This design comes from an exercise in tuning for small area, a short achievable clock period and few clock cycles per item on the open sky130 flow, not from production work.
Function was checked by simulation only, so behaviour that the tests miss may differ from the original.
Power is estimated from default activity; no workload was simulated.

Setup of trial 7:
## mulDivHazardUnit
module mulDivHazardUnit (
	input logic clock,
	input logic rst,
	input logic ctrlMult,
	input logic ctrlDiv,
	input logic [31:0] operandA,
	input logic [31:0] operandB,
	input logic [4:0] rdIn,
	input logic [4:0] rs1,
	input logic [4:0] rs2,
	input logic [4:0] rd,
	output logic [31:0] result,
	output logic exception,
	output logic resultRdy,
	output logic stall
);
Size: roughly 2,300 cells after synthesis, roughly 130 flip-flops, about 120 I/O pins, roughly 14,000 um^2 of cells after synthesis.
export LEC_CHECK = 0
export ABC_AREA = 1
export CAP_MARGIN = 20
export CORE_MARGIN = 2
export CORE_UTILIZATION = 40
export SETUP_SLACK_MARGIN = 1.0
export SLEW_MARGIN = 20
create_clock -name core_clock -period 6.0 [get_ports {clock}]
run.sh (not shown) runs the stock make flow with config.mk's settings and CLKGATE_MAP_FILE= SYNTH_SCRIPT=/design/flow/synth_recipe.tcl, a recipe that flattens the netlist after the stock synthesis.
Looking at the reports, trial 7 completed the entire flow and the layout it produced met the timing, design-rule and antenna checks.
Testbench counts of trial 7, summed over its fixed seeds: cycles 3,242, ops 512.
diff inputs: trial 7 => trial 61
- removing SETUP_SLACK_MARGIN (formerly 1.0)
Notes after the runs:
Trial 7 → trial 61: total power of the final layout now smaller, share of the core filled with cells now smaller, power density over the cells now larger.
Trial 61 has completed all stages; timing, DRC and antenna checks passed.
Final cell area excluding filler cells on trial 61 is ahead of trial 7.
For non-clock buffer count, dividing the value from trial 7 by the value from trial 61 gives 1.08.
On wire length of the first global-routing pass, trial 61 and trial 7 are basically level.

* * *

Setup of run A:
The RTL this note starts from:
==> flow/design.v <==
`timescale 1ns/1ps
module mulDivHazardUnit (
	input logic clock,
	input logic rst,
	input logic ctrlMult,
	input logic ctrlDiv,
	input logic [31:0] operandA,
	input logic [31:0] operandB,
	input logic [4:0] rdIn,
	input logic [4:0] rs1,
	input logic [4:0] rs2,
	input logic [4:0] rd,
	output logic [31:0] result,
	output logic exception,
	output logic resultRdy,
	output logic stall
);
	function automatic logic [4:0] thermLen(logic [31:0] m);
		logic [32:0] t;
		t = {1'b0, m};
		for (int k = 0; k < 5; k++) begin
			thermLen[k] = 1'b0;
			for (int j = 1; (j << k) < 32; j += 2) begin
				thermLen[k] = thermLen[k] | (t[(j << k) - 1] & ~t[((j + 1) << k) - 1]);
			end
		end
	endfunction
	function automatic logic [2:0] booth(logic b1, logic b0, logic bm);
		booth[0] = b0 ^ bm;
		booth[1] = (b1 & ~b0 & ~bm) | (~b1 & b0 & bm);
		booth[2] = b1 & ~(b0 & bm);
	endfunction
	function automatic logic [38:0] addSk(logic [38:0] a, logic [38:0] b);
		logic [38:0] g;
		logic [38:0] p;
		logic [38:0] gg;
		logic [38:0] pp;
		g = a & b;
		p = a ^ b;
		gg = g;
		pp = p;
		for (int k = 1; k < 39; k <<= 1) begin
			for (int i = 0; i < 39; i++) begin
				if ((i & k) != 0) begin
					gg[i] = gg[i] | (pp[i] & gg[(i & ~(k - 1)) - 1]);
					pp[i] = pp[i] & pp[(i & ~(k - 1)) - 1];
				end
			end
		end
		addSk = p ^ {gg[37:0], 1'b0};
	endfunction
	logic busy;
	logic hazEn;
	logic [4:0] dest;
	logic phMul;
	logic phShift;
	logic phDiv;
	logic phFin;
	logic mulRes;
	logic zeroRes;
	logic [4:0] cnt;
	logic inv;
	logic divSb;
	logic negq;
	logic saR;
	logic ovf;
	logic sOvf;
	logic excReg;
	logic [37:0] R;
	logic [33:0] S;
	logic [31:0] Q;
	logic req;
	logic sa;
	logic sb;
	logic [31:0] magA;
	logic [31:0] magB;
	logic [31:0] maskA;
	logic [31:0] maskB;
	logic swap;
	logic swap2;
	logic fastNeg;
	logic dNeg;
	logic bZero;
	logic divTrivial;
	logic [4:0] lenA;
	logic [4:0] lenB;
	logic [6:0] dRaw;
	logic [4:0] lenAr;
	logic [4:0] lenBr;
	logic [4:0] dAmt;
	assign req = ctrlMult | ctrlDiv;
	assign sa = operandA[31];
	assign sb = operandB[31];
	assign magA = operandA ^ {32{sa}};
	assign magB = operandB ^ {32{sb}};
	always_comb begin
		maskA[31] = magA[31];
		maskB[31] = magB[31];
		for (int i = 30; i >= 0; i--) begin
			maskA[i] = maskA[i + 1] | magA[i];
			maskB[i] = maskB[i + 1] | magB[i];
		end
	end
	assign lenA = thermLen(maskA);
	assign lenB = thermLen(maskB);
	logic [7:0] nibA;
	logic [7:0] nibB;
	logic [7:0] nibMaskA;
	always_comb begin
		for (int k = 0; k < 8; k++) begin
			nibA[k] = |magA[4 * k +: 4];
			nibB[k] = |magB[4 * k +: 4];
		end
		nibMaskA[7] = nibA[7];
		for (int k = 6; k >= 0; k--) begin
			nibMaskA[k] = nibMaskA[k + 1] | nibA[k];
		end
	end
	assign swap = |(nibB & ~nibMaskA);
	assign swap2 = |(nibB & ~{nibMaskA[6:0], 1'b1});
	assign dRaw = {2'b00, lenAr} + {6'b0, saR} - {2'b00, lenBr};
	assign dAmt = dRaw[4:0];
	assign dNeg = dRaw[6];
	assign bZero = operandB == 32'd0;
	assign fastNeg = sa ? swap2 : swap;
	assign divTrivial = bZero | fastNeg;
	logic rBadLoose;
	logic rBadStrict;
	logic selQ;
	logic selS1;
	logic selS2;
	logic selZ1;
	logic selZ2;
	logic fy;
	logic fz;
	logic cz;
	logic nz;
	logic [37:0] sExt;
	logic [37:0] x;
	logic [37:0] y;
	logic [37:0] z;
	logic [37:0] csaS;
	logic [37:0] csaC;
	logic [38:0] sumW;
	logic [37:0] sum;
	assign rBadLoose = ~((R[37:31] == 7'h00) | (R[37:31] == 7'h7f) |
		(R[37:0] == 38'h0080000000));
	assign rBadStrict = ~((R[37:31] == 7'h00) | (R[37:31] == 7'h7f));
	assign sExt = {{4{S[33]}}, S};
	assign x = selQ ? 38'd0 : R;
	assign y = (({6'd0, Q} & {38{selQ}}) | (sExt & {38{selS1}}) |
		({sExt[36:0], 1'b0} & {38{selS2}})) ^ {38{fy}};
	assign z = (({sExt[35:0], 2'b00} & {38{selZ1}}) |
		({sExt[34:0], 3'b000} & {38{selZ2}})) ^ {38{fz}};
	assign csaS = x ^ y ^ z;
	assign csaC = {(x[36:0] & y[36:0]) | (x[36:0] & z[36:0]) | (y[36:0] & z[36:0]), fy};
	assign sumW = addSk({csaS, cz}, {csaC, cz});
	assign nz = selS1 | selS2 | selZ1 | selZ2;
	logic [31:0] qAcc;
	logic lookAcc;
	logic [2:0] dA0;
	logic [2:0] dA1;
	logic [2:0] dM0;
	logic [2:0] dM1;
	logic fyDiv;
	logic [2:0] dAa0;
	logic [2:0] dAa1;
	logic [2:0] dAb0;
	logic [2:0] dAb1;
	assign qAcc = swap ? magA : magB;
	assign lookAcc = swap ? sa : sb;
	assign dAa0 = booth(magA[1], magA[0], sa) ^ {sa, 2'b00};
	assign dAa1 = booth(magA[3], magA[2], magA[1]) ^ {sa, 2'b00};
	assign dAb0 = booth(magB[1], magB[0], sb) ^ {sb, 2'b00};
	assign dAb1 = booth(magB[3], magB[2], magB[1]) ^ {sb, 2'b00};
	assign dA0 = swap ? dAa0 : dAb0;
	assign dA1 = swap ? dAa1 : dAb1;
	assign dM0 = booth(Q[5], Q[4], Q[3]);
	assign dM1 = booth(Q[7], Q[6], Q[5]);
	assign fyDiv = ~sum[37] ^ divSb;
	assign sum = sumW[38:1];
	logic [4:0] shAmt;
	logic [33:0] sShl;
	assign shAmt = dAmt;
	assign sShl = S << shAmt;
	logic mulLast;
	logic done;
	logic ovfNext;
	assign mulLast = Q[31:3] == 29'd0;
	assign done = (phMul & mulLast) | phFin;
	assign ovfNext = ovf | rBadLoose | (sOvf & nz);
	always_ff @(posedge clock) begin
		if (rst) begin
			busy <= 1'b0;
			hazEn <= 1'b0;
			resultRdy <= 1'b0;
			phMul <= 1'b0;
			phShift <= 1'b0;
			phDiv <= 1'b0;
			phFin <= 1'b0;
		end else begin
			resultRdy <= 1'b0;
			if (!busy) begin
				if (req) begin
					busy <= ctrlMult | ~divTrivial;
					hazEn <= (ctrlMult | ~divTrivial) & (rdIn != 5'd0);
					resultRdy <= ~ctrlMult & divTrivial;
					phMul <= ctrlMult;
					phShift <= ~ctrlMult & ~divTrivial;
				end
			end else begin
				if (done) begin
					busy <= 1'b0;
					hazEn <= 1'b0;
					resultRdy <= 1'b1;
					phMul <= 1'b0;
					phFin <= 1'b0;
				end
				if (phShift) begin
					phShift <= 1'b0;
					phDiv <= ~dNeg;
					busy <= ~dNeg;
					hazEn <= hazEn & ~dNeg;
					resultRdy <= dNeg;
				end
				if (phDiv && cnt == 5'd0) begin
					phDiv <= 1'b0;
					phFin <= 1'b1;
				end
			end
		end
	end
	always_ff @(posedge clock) begin
		if (!busy) begin
			dest <= rdIn;
			ovf <= 1'b0;
			sOvf <= 1'b0;
			inv <= swap ? sa : sb;
			saR <= sa;
			divSb <= sb;
			negq <= sa ^ sb;
			lenAr <= lenA;
			lenBr <= {lenB[4:1], lenB[0] | (lenB[4:1] == 4'd0)};
			mulRes <= ctrlMult;
			zeroRes <= ~ctrlMult & divTrivial;
			excReg <= ~ctrlMult & bZero;
		end else begin
			if (phMul) begin
				ovf <= ovfNext;
				excReg <= ovfNext;
				sOvf <= sOvf | ~((S[33:29] == 5'h00) | (S[33:29] == 5'h1f));
			end
			if (phShift) begin
				cnt <= dAmt;
				zeroRes <= dNeg;
			end
			if (phDiv) begin
				cnt <= cnt - 5'd1;
			end
		end
	end
	always_ff @(posedge clock) begin
		if (!busy) begin
			selQ <= 1'b0;
			selS1 <= ctrlMult & dA0[0];
			selS2 <= ctrlMult & dA0[1];
			selZ1 <= ctrlMult & dA1[0];
			selZ2 <= ctrlMult & dA1[1];
			fy <= ctrlMult & dA0[2];
			fz <= ctrlMult & dA1[2];
			cz <= ctrlMult ? dA1[2] : sa;
		end else if (phMul) begin
			selQ <= 1'b0;
			selS1 <= dM0[0];
			selS2 <= dM0[1];
			selZ1 <= dM1[0];
			selZ2 <= dM1[1];
			fy <= dM0[2] ^ inv;
			fz <= dM1[2] ^ inv;
			cz <= dM1[2] ^ inv;
		end else begin
			selQ <= phDiv & (cnt == 5'd0);
			selS1 <= phShift | (phDiv & (cnt != 5'd0));
			selS2 <= 1'b0;
			selZ1 <= 1'b0;
			selZ2 <= 1'b0;
			fy <= phShift ? ~divSb : ((cnt == 5'd0) ? negq : fyDiv);
			fz <= 1'b0;
			cz <= 1'b0;
		end
	end
	always_ff @(posedge clock) begin
		if (!busy) begin
			S <= (~ctrlMult | swap) ? {{2{sb}}, operandB} : {{2{sa}}, operandA};
			Q <= ctrlMult ? (swap ? magA : magB) : 32'd0;
			R <= ctrlMult ? 38'd0 : {6'd0, magA};
		end else begin
			R <= sum;
			if (phMul) begin
				S <= {S[29:0], 4'h0};
				Q <= {4'h0, Q[31:4]};
			end else begin
				S <= phShift ? sShl : {S[33], S[33:1]};
				Q <= {Q[30:0], phDiv & ~sum[37]};
			end
		end
	end
	assign result = R[31:0] & {32{~zeroRes}};
	assign exception = excReg | (mulRes & rBadStrict);
	assign stall = (busy & req) |
		(hazEn & ((rs1 == dest) | (rs2 == dest) | (rd == dest)));
endmodule
clock: 6.0 ns
lec_check: 0
abc_area: 1
cap_margin: 20
core_margin: 2
core_utilization: 40
setup_slack_margin: 2.4
slew_margin: 20
The flow did not stop early for run A: all stages ran, and the layout cleared the timing, design-rule and antenna checks.
Testbench counts of run A, summed over its fixed seeds: cycles 3,265, ops 512.
### run A -> run B
# run A
export LEC_CHECK = 0
export ABC_AREA = 1
export CAP_MARGIN = 20
export CORE_MARGIN = 2
export CORE_UTILIZATION = 40
export SETUP_SLACK_MARGIN = 2.4
export SLEW_MARGIN = 20
create_clock -name core_clock -period 6.0 [get_ports {clock}]
# run B
export LEC_CHECK = 0
export ABC_AREA = 1
export CAP_MARGIN = 20
export CORE_MARGIN = 2
export CORE_UTILIZATION = 40
export CTS_BUF_LIST = sky130_fd_sc_hd__clkbuf_8
export SETUP_SLACK_MARGIN = 2.25
export SLEW_MARGIN = 20
create_clock -name core_clock -period 6.0 [get_ports {clock}]
Findings:
- Compared with run A, run B instantiates a smaller number of standard cells.
- [compare] base=run A new=run B: maximum fanout count along the critical path went up by 18, power consumption went down by 14%, switching fraction of total power went up by 2.1 points, minimum setup slack in the final design went down by 0.097 ns.
Setup changes, run B to run C
# run B
export LEC_CHECK = 0
export ABC_AREA = 1
export CAP_MARGIN = 20
export CORE_MARGIN = 2
export CORE_UTILIZATION = 40
export CTS_BUF_LIST = sky130_fd_sc_hd__clkbuf_8
export SETUP_SLACK_MARGIN = 2.25
export SLEW_MARGIN = 20
create_clock -name core_clock -period 6.0 [get_ports {clock}]
# run C
export LEC_CHECK = 0
export ABC_AREA = 1
export CAP_MARGIN = 20
export CORE_MARGIN = 2
export CORE_UTILIZATION = 40
export SETUP_SLACK_MARGIN = 2.25
export SLEW_MARGIN = 20
create_clock -name core_clock -period 6.0 [get_ports {clock}]
Findings:
[run C vs run B] buffer count excluding the clock tree in the final layout: higher in run C. When run C is set beside run B, its share of total power consumed by net switching turns out to be 1.1 points smaller. Run C vs run B, fraction of final layout cells with drive strength greater than 1 went down by 0.37 points. Run C ends up with lower power attributed to combinational cells than run B does. Looking at clock network fraction of design power, run C sits 3.4 points higher than run B does.
What run D does differently from run C at the input level:
# run C
export LEC_CHECK = 0
export ABC_AREA = 1
export CAP_MARGIN = 20
export CORE_MARGIN = 2
export CORE_UTILIZATION = 40
export SETUP_SLACK_MARGIN = 2.25
export SLEW_MARGIN = 20
create_clock -name core_clock -period 6.0 [get_ports {clock}]
# run D
export LEC_CHECK = 0
export ABC_AREA = 1
export CAP_MARGIN = 20
export CORE_MARGIN = 2
export CORE_UTILIZATION = 40
export SETUP_SLACK_MARGIN = 2.0
export SLEW_MARGIN = 20
create_clock -name core_clock -period 6.0 [get_ports {clock}]
==> run notes <==
Run C consumes more power than run D. Comparing run C and run D, the higher clock share of power was measured on run D. Run C ended up with S[8]$_DFF_P_ as its endpoint of the most critical setup path; run D ended up with Q[8]$_DFF_P_. Cells: run D has fewer instances than run C. Diff run C -> run D | power attributed to combinational cells | decrease of about 7%. After detailed routing, run C needs more wire than run D. Of run C and run D, run D shows the lower inverter count of the layout excluding clock inverters, with run C above it. Going from run C to run D, the clock network area share was found to have gone up by 0.16 points. Diff run C..run D | synthesized cell count | unchanged.

## static timing again, ports no longer ideal
The results above use ideal ports. As a check the final layouts listed here were re-extracted and re-timed, cells and wires unchanged.
Step 1, drivers: a clkbuf_16 drives clock and a buf_2 each remaining input, both assumed.
Step 2 also shifts input and output timing later by t, the mid clock arrival at the registers, as if the neighbouring blocks saw the same clock.
Slacks: no drivers / after step 1 / after step 2; pairs: no drivers / after step 1.
run	shift t [ns]	setup WS [ns]	worst slew at a driven data input, ns	cell pins on the clock port's net
trial 7	0.509	1.100 / 1.136 / 0.627	0.05	1
trial 61	0.508	0.573 / 0.573 / 0.159	0.06	1
run A	0.532	2.351 / 2.351 / 1.919	0.06	1
run B	0.577	2.255 / 2.276 / 1.705	0.06	1
run C	0.531	2.270 / 2.270 / 1.815	0.06	1
run D	0.524	2.019 / 2.055 / 1.531	0.06	1
After both steps every run listed still meets setup and hold. For run B, which loses most, drivers alone change the setup slack by +0.021 ns; drivers and shift together by -0.550 ns.
